Background: an optimization exercise with open tools, aiming at small area, a short achievable clock period and few clock cycles per item. Do not read the settings as production practice. RTL that was checked went through simulation tests only; none was proved equivalent to the original.

Setup of north:
==> flow/design.v (excerpt) <==
module decimal_palindrome_check_unit
#(
	parameter int VALUE_BITS = dpc_pkg::DEF_VALUE_BITS
) (
	input  wire logic                         clk,
	input  wire logic                         arst_n,
	input  wire logic                         in_valid,
	output logic                              in_ready,
	input  wire logic signed [VALUE_BITS-1:0] in_value,
	input  wire logic                         in_is_last,
	output logic                              out_valid,
	input  wire logic                         out_ready,
	output logic signed [VALUE_BITS-1:0]      out_value_echo,
	output logic                              out_is_palindrome,
	output logic                              out_last_out
);
For scale: ~270 flip-flops, about 73 I/O pins, roughly 0.020 mm² of cells after synthesis.
export LEC_CHECK = 0
export ABC_AREA = 1
export CAP_MARGIN = 20
export CORE_MARGIN = 2
export CORE_UTILIZATION = 40
export SETUP_SLACK_MARGIN = 3.0
export SLEW_MARGIN = 20
create_clock -name core_clock -period 6.5 [get_ports {clk}]
standard.sh (not shown) runs the stock make flow with config.mk's settings and CLKGATE_MAP_FILE= SYNTH_SCRIPT=/design/flow/synth_recipe.tcl, a recipe that flattens the netlist after the stock synthesis.
==> flow/flow/run.sh <==
#!/bin/bash
# The standard layout, with the port buffers made as sky130_fd_sc_hd__buf_1 cells (the flow's
# timing repair resizes them where needed) instead of the slow delay-buffer cell that
# buffer_ports picks by default. Every port still gets its buffer.
set -euo pipefail
export BUFFER_PORTS_ARGS="-buffer_cell sky130_fd_sc_hd__buf_1"
bash standard.sh > standard_flow.log 2>&1
Relative to north, the following input files were edited for middle:
- setting CTS_BUF_LIST to sky130_fd_sc_hd__clkbuf_4 sky130_fd_sc_hd__clkbuf_8 for the first time
## What came out
Global-route usage over all layers: middle > north
On mean area per synthesized cell, middle and north are neck and neck.
Worst hold slack (higher): north
Total of clock buffers placed in the layout: lower on north
Looking at routed wire length, middle sits about 0.8% above north.
[middle] first-iteration DRC count rose 2.0% relative to north
As far as die area goes, middle and north are indistinguishable; the numbers are identical.
middle falls short of north in worst slew margin relative to its limit.
No functional check of the RTL was part of any run of this note.


Another version of the RTL of decimal_palindrome_check_unit (not shown whole).
Size in the first run: about 2700 cells after synthesis, roughly 260 flip-flops, ~73 I/O pins.
Settings: LEC_CHECK=0, ABC_AREA=1, CAP_MARGIN=20, CORE_MARGIN=2, CORE_UTILIZATION=40, SETUP_SLACK_MARGIN=3.2, SLEW_MARGIN=20; clock period 6.5 ns.
Scripts as last shown in full above: flow/flow/run.sh
The baseline finished with timing, DRC and antenna clean.
Rerun with:
- SETUP_SLACK_MARGIN: 3.2 -> 3.0
Outcome: Global-route usage shrinks by 0.27 points; register-to-register slack got worse by 0.02 ns; area after synthesis is unchanged; cell area shrinks by about 10%; worst setup slack got worse by 0.090 ns.
No run of this note included a check of the RTL's function; only the layout flow was run.


Another version of the RTL of decimal_palindrome_check_unit (not shown whole).
For scale: roughly 280 flip-flops, roughly 73 I/O pins.
export LEC_CHECK = 0
export ABC_AREA = 1
export CAP_MARGIN = 20
export CORE_MARGIN = 2
export CORE_UTILIZATION = 40
export SETUP_SLACK_MARGIN = 3.45
export SLEW_MARGIN = 20
create_clock -name core_clock -period 6.5 [get_ports {clk}]
Scripts as last shown in full above: flow/flow/run.sh
Change:
Settings changed: SETUP_SLACK_MARGIN 3.45 to 3.3.
- sequential share of layout area went up by 2.0 points
- fmax drops slightly
- worst setup slack got worse by 0.012 ns
- clock-buffer cell count went down by 2
- core utilization shrinks by 3.2 points
No run of this note included a check of the RTL's function; only the layout flow was run.


== v8 ==
Another version of the RTL of decimal_palindrome_check_unit (not shown whole).
Size: about 2700 cells after synthesis, roughly 280 flip-flops, roughly 20000 sq um of cells after synthesis.
clock: 6.5 ns
lec_check: 0
abc_area: 1
cap_margin: 20
core_margin: 2
core_utilization: 40
setup_slack_margin: 3.6
slew_margin: 20
Scripts as last shown in full above: flow/flow/run.sh
Testbench counts of v8, summed over its fixed seeds: cycles 12,040, items 12,000.
#### Input delta (v10 over v8)
# v8
export LEC_CHECK = 0
export ABC_AREA = 1
export CAP_MARGIN = 20
export CORE_MARGIN = 2
export CORE_UTILIZATION = 40
export SETUP_SLACK_MARGIN = 3.6
export SLEW_MARGIN = 20
create_clock -name core_clock -period 6.5 [get_ports {clk}]
# v10
export LEC_CHECK = 0
export ABC_AREA = 1
export CAP_MARGIN = 20
export CORE_MARGIN = 2
export CORE_UTILIZATION = 40
export GPL_TIMING_DRIVEN = 0
export SETUP_SLACK_MARGIN = 3.0
export SLEW_MARGIN = 20
create_clock -name core_clock -period 6.5 [get_ports {clk}]
--- outcome ---
Going from v8 to v10, the post-route minimum period was found to have gone up by 0.055 ns. v10: area growth from synthesis to final layout lower than v8. On detailed-route wire length on metal 1: between v8 and v10, it ends up lower for v10. Clock input transition at the sequential cells of the worst setup and hold paths: v10 vs v8, no meaningful difference. Comparing v8 and v10, fraction of the cycle the final worst path needs is lower on v8. From v8 to v10, simple-gate share of the synthesized area did not move at all. v10 vs v8: post-detailed-route via-to-cell ratio down. v10: pin count of the biggest net entering global routing 48% below v8. Routed wire length per instance: v8 and v10 compared, higher one is v8. NOTE: number of buffers added for setup after CTS in v10 falls short of that of v8.
--- input diff v10..v50 ---
# v10
export LEC_CHECK = 0
export ABC_AREA = 1
export CAP_MARGIN = 20
export CORE_MARGIN = 2
export CORE_UTILIZATION = 40
export GPL_TIMING_DRIVEN = 0
export SETUP_SLACK_MARGIN = 3.0
export SLEW_MARGIN = 20
create_clock -name core_clock -period 6.5 [get_ports {clk}]
# v50
export LEC_CHECK = 0
export ABC_AREA = 1
export CAP_MARGIN = 20
export CORE_MARGIN = 2
export CORE_UTILIZATION = 40
export SETUP_SLACK_MARGIN = 3.38
export SLEW_MARGIN = 20
create_clock -name core_clock -period 6.5 [get_ports {clk}]
Results
- v50 has total wire length after detailed routing below what v10 had.
- Every stage of the flow completed for v50, and the final layout passed the timing, DRC and antenna checks.
- v10 finished every stage and its layout cleared the timing, DRC and antenna checks.
- Final cell area: v50 above v10
- Compared with v10, in v50 largest fanout on the critical path fell 6, largest net degree at the start of global routing now sits higher, minimum clock period dropped 0.13 ns, post-route worst setup slack climbed 0.13 ns.
- Relative to v10, peak per-stage delay on the critical path has gone up in v50.
- v50 vs. v10: placed instance area lower; via count higher.
## Diff of input files: v22 against v50
# v50
export LEC_CHECK = 0
export ABC_AREA = 1
export CAP_MARGIN = 20
export CORE_MARGIN = 2
export CORE_UTILIZATION = 40
export SETUP_SLACK_MARGIN = 3.38
export SLEW_MARGIN = 20
create_clock -name core_clock -period 6.5 [get_ports {clk}]
# v22
export LEC_CHECK = 0
export ABC_AREA = 1
export CAP_MARGIN = 20
export CORE_MARGIN = 2
export CORE_UTILIZATION = 40
export SETUP_SLACK_MARGIN = 3.47
export SLEW_MARGIN = 20
create_clock -name core_clock -period 6.5 [get_ports {clk}]
Taking v50 as the reference, in v22 post-place instance area barely changed, actual transition at the worst max-transition pin decreased by 0.12 ns relative to the old numbers. Compared v22 against v50; clock latency on the worst-skew pair within noise. v22 and v50 ended up with nearly the same clock skew. The routed wire length on met2 of v22 is higher than that of v50. Via count was higher in v22 than in v50. In the flow results for v22 and v50, the global-route wire length before repair is larger on v22. Worst hold slack: v22 vs v50 — no meaningful difference. Relative to v50, ratio of final minimum period to clock period has decreased by 0.35 points in v22. Fraction of met1 tracks used by global routing: v50 vs v22 — no meaningful difference.
What v26 does differently from v22 at the input level:
# v22
export LEC_CHECK = 0
export ABC_AREA = 1
export CAP_MARGIN = 20
export CORE_MARGIN = 2
export CORE_UTILIZATION = 40
export SETUP_SLACK_MARGIN = 3.47
export SLEW_MARGIN = 20
create_clock -name core_clock -period 6.5 [get_ports {clk}]
# v26
export LEC_CHECK = 0
export ABC_AREA = 1
export CAP_MARGIN = 20
export CORE_MARGIN = 2
export CORE_UTILIZATION = 40
export SETUP_SLACK_MARGIN = 3.35
export SLEW_MARGIN = 20
create_clock -name core_clock -period 6.5 [get_ports {clk}]
==> comparison <==
v26: PASS, flow complete, no timing, DRC or antenna violations. Diff v22 -> v26: global-route met1 utilization was more or less identical, well tap count was more or less identical, final worst slack went up by 0.064 ns, detailed-router iteration count before antenna repair went up by 3. Core utilization for v26: 3.6 points down relative to v22. Final instance area shrinks by a little under 10% when moving from v22 to v26. Worst relative slew slack (higher): v22.


== run 1 ==
The RTL this note starts from:
==> flow/design.v <==
`default_nettype none
package dpc_pkg;
	localparam int DEF_VALUE_BITS = 32;
	function automatic logic [39:0] bcd_mask(input int s);
		case (s)
			0: bcd_mask = 40'h0000000000;
			1: bcd_mask = 40'h0000000001;
			2: bcd_mask = 40'h0000000003;
			3: bcd_mask = 40'h0000000007;
			4: bcd_mask = 40'h000000001f;
			5: bcd_mask = 40'h000000003f;
			6: bcd_mask = 40'h000000007f;
			7: bcd_mask = 40'h00000001ff;
			8: bcd_mask = 40'h00000003ff;
			9: bcd_mask = 40'h00000007ff;
			10: bcd_mask = 40'h0000001fff;
			11: bcd_mask = 40'h0000003fff;
			12: bcd_mask = 40'h0000007fff;
			13: bcd_mask = 40'h000000ffff;
			14: bcd_mask = 40'h000001ffff;
			15: bcd_mask = 40'h000003ffff;
			16: bcd_mask = 40'h000007ffff;
			17: bcd_mask = 40'h00001fffff;
			18: bcd_mask = 40'h00003fffff;
			19: bcd_mask = 40'h00007fffff;
			20: bcd_mask = 40'h0001ffffff;
			21: bcd_mask = 40'h0003ffffff;
			22: bcd_mask = 40'h0007ffffff;
			23: bcd_mask = 40'h000fffffff;
			24: bcd_mask = 40'h001fffffff;
			25: bcd_mask = 40'h003fffffff;
			26: bcd_mask = 40'h007fffffff;
			27: bcd_mask = 40'h01ffffffff;
			28: bcd_mask = 40'h03ffffffff;
			29: bcd_mask = 40'h07ffffffff;
			30: bcd_mask = 40'h1fffffffff;
			31: bcd_mask = 40'h3fffffffff;
			default: bcd_mask = 40'hffffffffff;
		endcase
	endfunction
	function automatic logic [3:0] dd_adjust(input logic [3:0] d);
		dd_adjust[3] = d[3] | (d[2] & (d[1] | d[0]));
		dd_adjust[2] = d[3] ? d[0] : (d[2] & !d[1] & !d[0]);
		dd_adjust[1] = d[3] ? !d[0] : (d[2] ? (d[1] & d[0]) : d[1]);
		dd_adjust[0] = d[3] ? !d[0] : (d[2] ? (d[1] & !d[0]) : d[0]);
	endfunction
endpackage
`default_nettype wire
`default_nettype none
module dpc_dd_stage
#(
	parameter int S0 = 0,
	parameter int NB = 8
) (
	input  wire logic [39:0]   in_bcd,
	input  wire logic [NB-1:0] in_bits,
	output logic      [39:0]   out_bcd
);
	logic [39:0] b;
	always_comb begin
		b = in_bcd & dpc_pkg::bcd_mask(S0);
		for (int s = 0; s < NB; s++) begin
			for (int k = 0; k < 10; k++) begin
				b[k*4 +: 4] = dpc_pkg::dd_adjust(b[k*4 +: 4]);
			end
			b = {b[38:0], in_bits[NB-1-s]} & dpc_pkg::bcd_mask(S0 + s + 1);
		end
		out_bcd = b;
	end
endmodule
`default_nettype wire
`default_nettype none
module dpc_sym_pairs (
	input  wire logic [39:0] in_bcd,
	output logic      [10:2] out_eq,
	output logic      [9:1]  out_nz
);
	logic [4:0] peq [11];
	always_comb begin
		for (int i = 1; i < 10; i++) begin
			out_nz[i] = |in_bcd[i*4 +: 4];
		end
		for (int l = 2; l <= 10; l++) begin
			peq[l] = 5'h1f;
			for (int i = 0; i < l / 2; i++) begin
				peq[l][i] = (in_bcd[i*4 +: 4] == in_bcd[(l-1-i)*4 +: 4]);
			end
			out_eq[l] = &peq[l];
		end
	end
endmodule
module dpc_sym_check (
	input  wire logic [10:2] in_eq,
	input  wire logic [9:1]  in_nz,
	output logic             out_pal
);
	logic [9:0] nz;
	logic [9:0] hi_zero;
	logic [9:0] term;
	always_comb begin
		nz = {in_nz, 1'b0};
		for (int l = 0; l < 10; l++) begin
			hi_zero[l] = ((nz >> (l + 1)) == 10'd0);
		end
		term[0] = hi_zero[0];
		for (int l = 2; l <= 10; l++) begin
			term[l-1] = nz[l-1] & hi_zero[l-1] & in_eq[l];
		end
		out_pal = |term;
	end
endmodule
`default_nettype wire
`default_nettype none
module decimal_palindrome_check_unit
#(
	parameter int VALUE_BITS = dpc_pkg::DEF_VALUE_BITS
) (
	input  wire logic                         clk,
	input  wire logic                         arst_n,
	input  wire logic                         in_valid,
	output logic                              in_ready,
	input  wire logic signed [VALUE_BITS-1:0] in_value,
	input  wire logic                         in_is_last,
	output logic                              out_valid,
	input  wire logic                         out_ready,
	output logic signed [VALUE_BITS-1:0]      out_value_echo,
	output logic                              out_is_palindrome,
	output logic                              out_last_out
);
	logic        adv;
	logic        valid_q1;
	logic        last_q1;
	logic [31:0] value_q1;
	logic [39:0] bcd_q1;
	logic [39:0] bcd_nx1;
	logic        valid_q2;
	logic        last_q2;
	logic [31:0] value_q2;
	logic [39:0] bcd_q2;
	logic [39:0] bcd_nx2;
	logic        valid_q3;
	logic        last_q3;
	logic [31:0] value_q3;
	logic [39:0] bcd_q3;
	logic [39:0] bcd_nx3;
	logic        valid_q4;
	logic        last_q4;
	logic [31:0] value_q4;
	logic [39:0] bcd_q4;
	logic [39:0] bcd_nx4;
	logic        valid_q5;
	logic        last_q5;
	logic [31:0] value_q5;
	logic [10:2] eq_q5;
	logic [9:1]  nz_q5;
	logic        neg9_q5;
	logic [39:0] bcd_fin;
	logic [39:0] bcd_mag;
	logic        pal;
	logic [10:2] eq_nx;
	logic [9:1]  nz_nx;
	logic        neg_end9;
	logic [3:0]  d0;
	logic [3:0]  d0_inc;
	assign adv      = !valid_q5 || out_ready;
	assign in_ready = adv;
	dpc_dd_stage #(.S0(0), .NB(7)) u_dd0 (
		.in_bcd  (40'd0),
		.in_bits (in_value[30:24] ^ {7{in_value[31]}}),
		.out_bcd (bcd_nx1)
	);
	dpc_dd_stage #(.S0(7), .NB(7)) u_dd1 (
		.in_bcd  (bcd_q1),
		.in_bits (value_q1[23:17] ^ {7{value_q1[31]}}),
		.out_bcd (bcd_nx2)
	);
	dpc_dd_stage #(.S0(14), .NB(7)) u_dd2 (
		.in_bcd  (bcd_q2),
		.in_bits (value_q2[16:10] ^ {7{value_q2[31]}}),
		.out_bcd (bcd_nx3)
	);
	dpc_dd_stage #(.S0(21), .NB(7)) u_dd3 (
		.in_bcd  (bcd_q3),
		.in_bits (value_q3[9:3] ^ {7{value_q3[31]}}),
		.out_bcd (bcd_nx4)
	);
	dpc_dd_stage #(.S0(28), .NB(3)) u_dd4 (
		.in_bcd  (bcd_q4),
		.in_bits (value_q4[2:0] ^ {3{value_q4[31]}}),
		.out_bcd (bcd_fin)
	);
	assign d0     = bcd_fin[3:0];
	assign d0_inc = {d0[3] | (d0[2] & d0[1] & d0[0]), d0[2] ^ (d0[1] & d0[0]), d0[1] ^ d0[0], !d0[0]};
	assign bcd_mag = {bcd_fin[39:4], value_q4[31] ? d0_inc : d0};
	assign neg_end9 = value_q4[31] && bcd_fin[3] && bcd_fin[0];
	dpc_sym_pairs u_pairs (
		.in_bcd  (bcd_mag),
		.out_eq  (eq_nx),
		.out_nz  (nz_nx)
	);
	always_ff @(posedge clk or negedge arst_n) begin
		if (!arst_n) begin
			valid_q1 <= 1'b0;
			valid_q2 <= 1'b0;
			valid_q3 <= 1'b0;
			valid_q4 <= 1'b0;
			valid_q5 <= 1'b0;
		end else begin
			if (adv) begin
				valid_q1 <= in_valid;
				valid_q2 <= valid_q1;
				valid_q3 <= valid_q2;
				valid_q4 <= valid_q3;
				valid_q5 <= valid_q4;
			end
		end
	end
	always_ff @(posedge clk) begin
		if (adv && in_valid) begin
			last_q1  <= in_is_last;
			value_q1 <= in_value;
			bcd_q1   <= bcd_nx1;
		end
		if (adv && valid_q1) begin
			last_q2  <= last_q1;
			value_q2 <= value_q1;
			bcd_q2   <= bcd_nx2;
		end
		if (adv && valid_q2) begin
			last_q3  <= last_q2;
			value_q3 <= value_q2;
			bcd_q3   <= bcd_nx3;
		end
		if (adv && valid_q3) begin
			last_q4  <= last_q3;
			value_q4 <= value_q3;
			bcd_q4   <= bcd_nx4;
		end
		if (adv && valid_q4) begin
			last_q5  <= last_q4;
			value_q5 <= value_q4;
			eq_q5    <= eq_nx;
			nz_q5    <= nz_nx;
			neg9_q5  <= neg_end9;
		end
	end
	assign out_valid         = valid_q5;
	assign out_last_out      = last_q5;
	assign out_value_echo    = value_q5;
	dpc_sym_check u_sym (
		.in_eq   (eq_q5),
		.in_nz   (nz_q5),
		.out_pal (pal)
	);
	assign out_is_palindrome = pal && !neg9_q5;
endmodule
`default_nettype wire
==> flow/config.mk <==
export PLATFORM = sky130hd
export DESIGN_NAME = decimal_palindrome_check_unit
export DESIGN_NICKNAME = decimal_palindrome_check_unit
export VERILOG_FILES = /design/flow/design.v
export SDC_FILE = /design/flow/constraint.sdc
export NUM_CORES = 4
export LEC_CHECK = 0
export ABC_AREA = 1
export CAP_MARGIN = 10
export CORE_MARGIN = 2
export CORE_UTILIZATION = 40
export SETUP_SLACK_MARGIN = 3.0
export SLEW_MARGIN = 10
==> flow/constraint.sdc <==
create_clock -name core_clock -period 6.5 [get_ports {clk}]
set_input_delay 1.3000 -clock core_clock [delete_from_list [all_inputs] [get_ports {clk}]]
set_output_delay 1.3000 -clock core_clock [all_outputs]
set_load 0.01 [all_outputs]
Scripts as last shown in full above: flow/flow/run.sh
Testbench counts of run 1, summed over its fixed seeds: cycles 12,040, items 12,000.
The inputs of run 2 differ from those of run 1 as listed below.
# run 1
export LEC_CHECK = 0
export ABC_AREA = 1
export CAP_MARGIN = 10
export CORE_MARGIN = 2
export CORE_UTILIZATION = 40
export SETUP_SLACK_MARGIN = 3.0
export SLEW_MARGIN = 10
create_clock -name core_clock -period 6.5 [get_ports {clk}]
# run 2
export LEC_CHECK = 0
export ABC_AREA = 1
export CAP_MARGIN = 20
export CORE_MARGIN = 2
export CORE_UTILIZATION = 40
export SETUP_SLACK_MARGIN = 3.3
export SLEW_MARGIN = 20
create_clock -name core_clock -period 6.5 [get_ports {clk}]
Findings:
Of run 1 and run 2, run 1 shows the lower number of gates on the worst path with buffers counted, with run 2 above it. Re number of levels in the clock H-tree: no difference whatsoever between run 2 and run 1. met3 routing resource usage after global routing of run 2 is on par with run 1. In run 2, the final critical delay including setup and external delays came out 0.088 ns below the value in run 1. Result for run 1 and run 2: all clean.

-- port drivers added, routing unchanged --
How much do the figures lean on ideal ports? The routed layouts below were timed once more, with nothing changed but the port constraints. Step 1: set_driving_cell puts a clkbuf_16 on clk and a buf_2 on each other input, an assumption about the parent block. Step 2 times the ports against the registers' clock, not the clock port: input delays grow and output delays shrink by t, the midpoint of the rising clock arrivals with the driver on. a / b / c = ideal / step 1 / step 2; a / b = the first two.
run	t (ns)	slack for setup (ns)	worst setup path after step 2	worst data-port slew with drivers (ns)
north	0.629	3.205 / 3.185 / 2.691	input to register	0.05
middle	0.654	3.206 / 3.186 / 2.686	input to register	0.05
the first run of note 2	0.625	3.285 / 3.285 / 3.005	input to register	0.05
the second run of note 2	0.616	3.195 / 3.175 / 2.845	input to register	0.05
the first run of note 3	0.619	3.267 / 3.230 / 3.144	input to register	0.04
the second run of note 3	0.635	3.255 / 3.201 / 3.005	input to register	0.04
v8	0.590	3.239 / 3.181 / 3.239	input to register	0.05
v10	0.620	3.184 / 3.160 / 2.787	input to register	0.06
v50	0.631	3.311 / 3.260 / 3.038	input to register	0.04
v22	0.625	3.334 / 3.282 / 3.120	input to register	0.04
v26	0.578	3.398 / 3.346 / 3.077	input to register	0.05
run 1	0.622	3.206 / 3.172 / 2.859	input to register	0.05
run 2	0.635	3.294 / 3.240 / 2.913	input to register	0.04
After both steps setup and hold are still met in every run listed. For middle, which loses most, drivers alone change the setup slack by -0.020 ns; drivers and shift together by -0.520 ns.
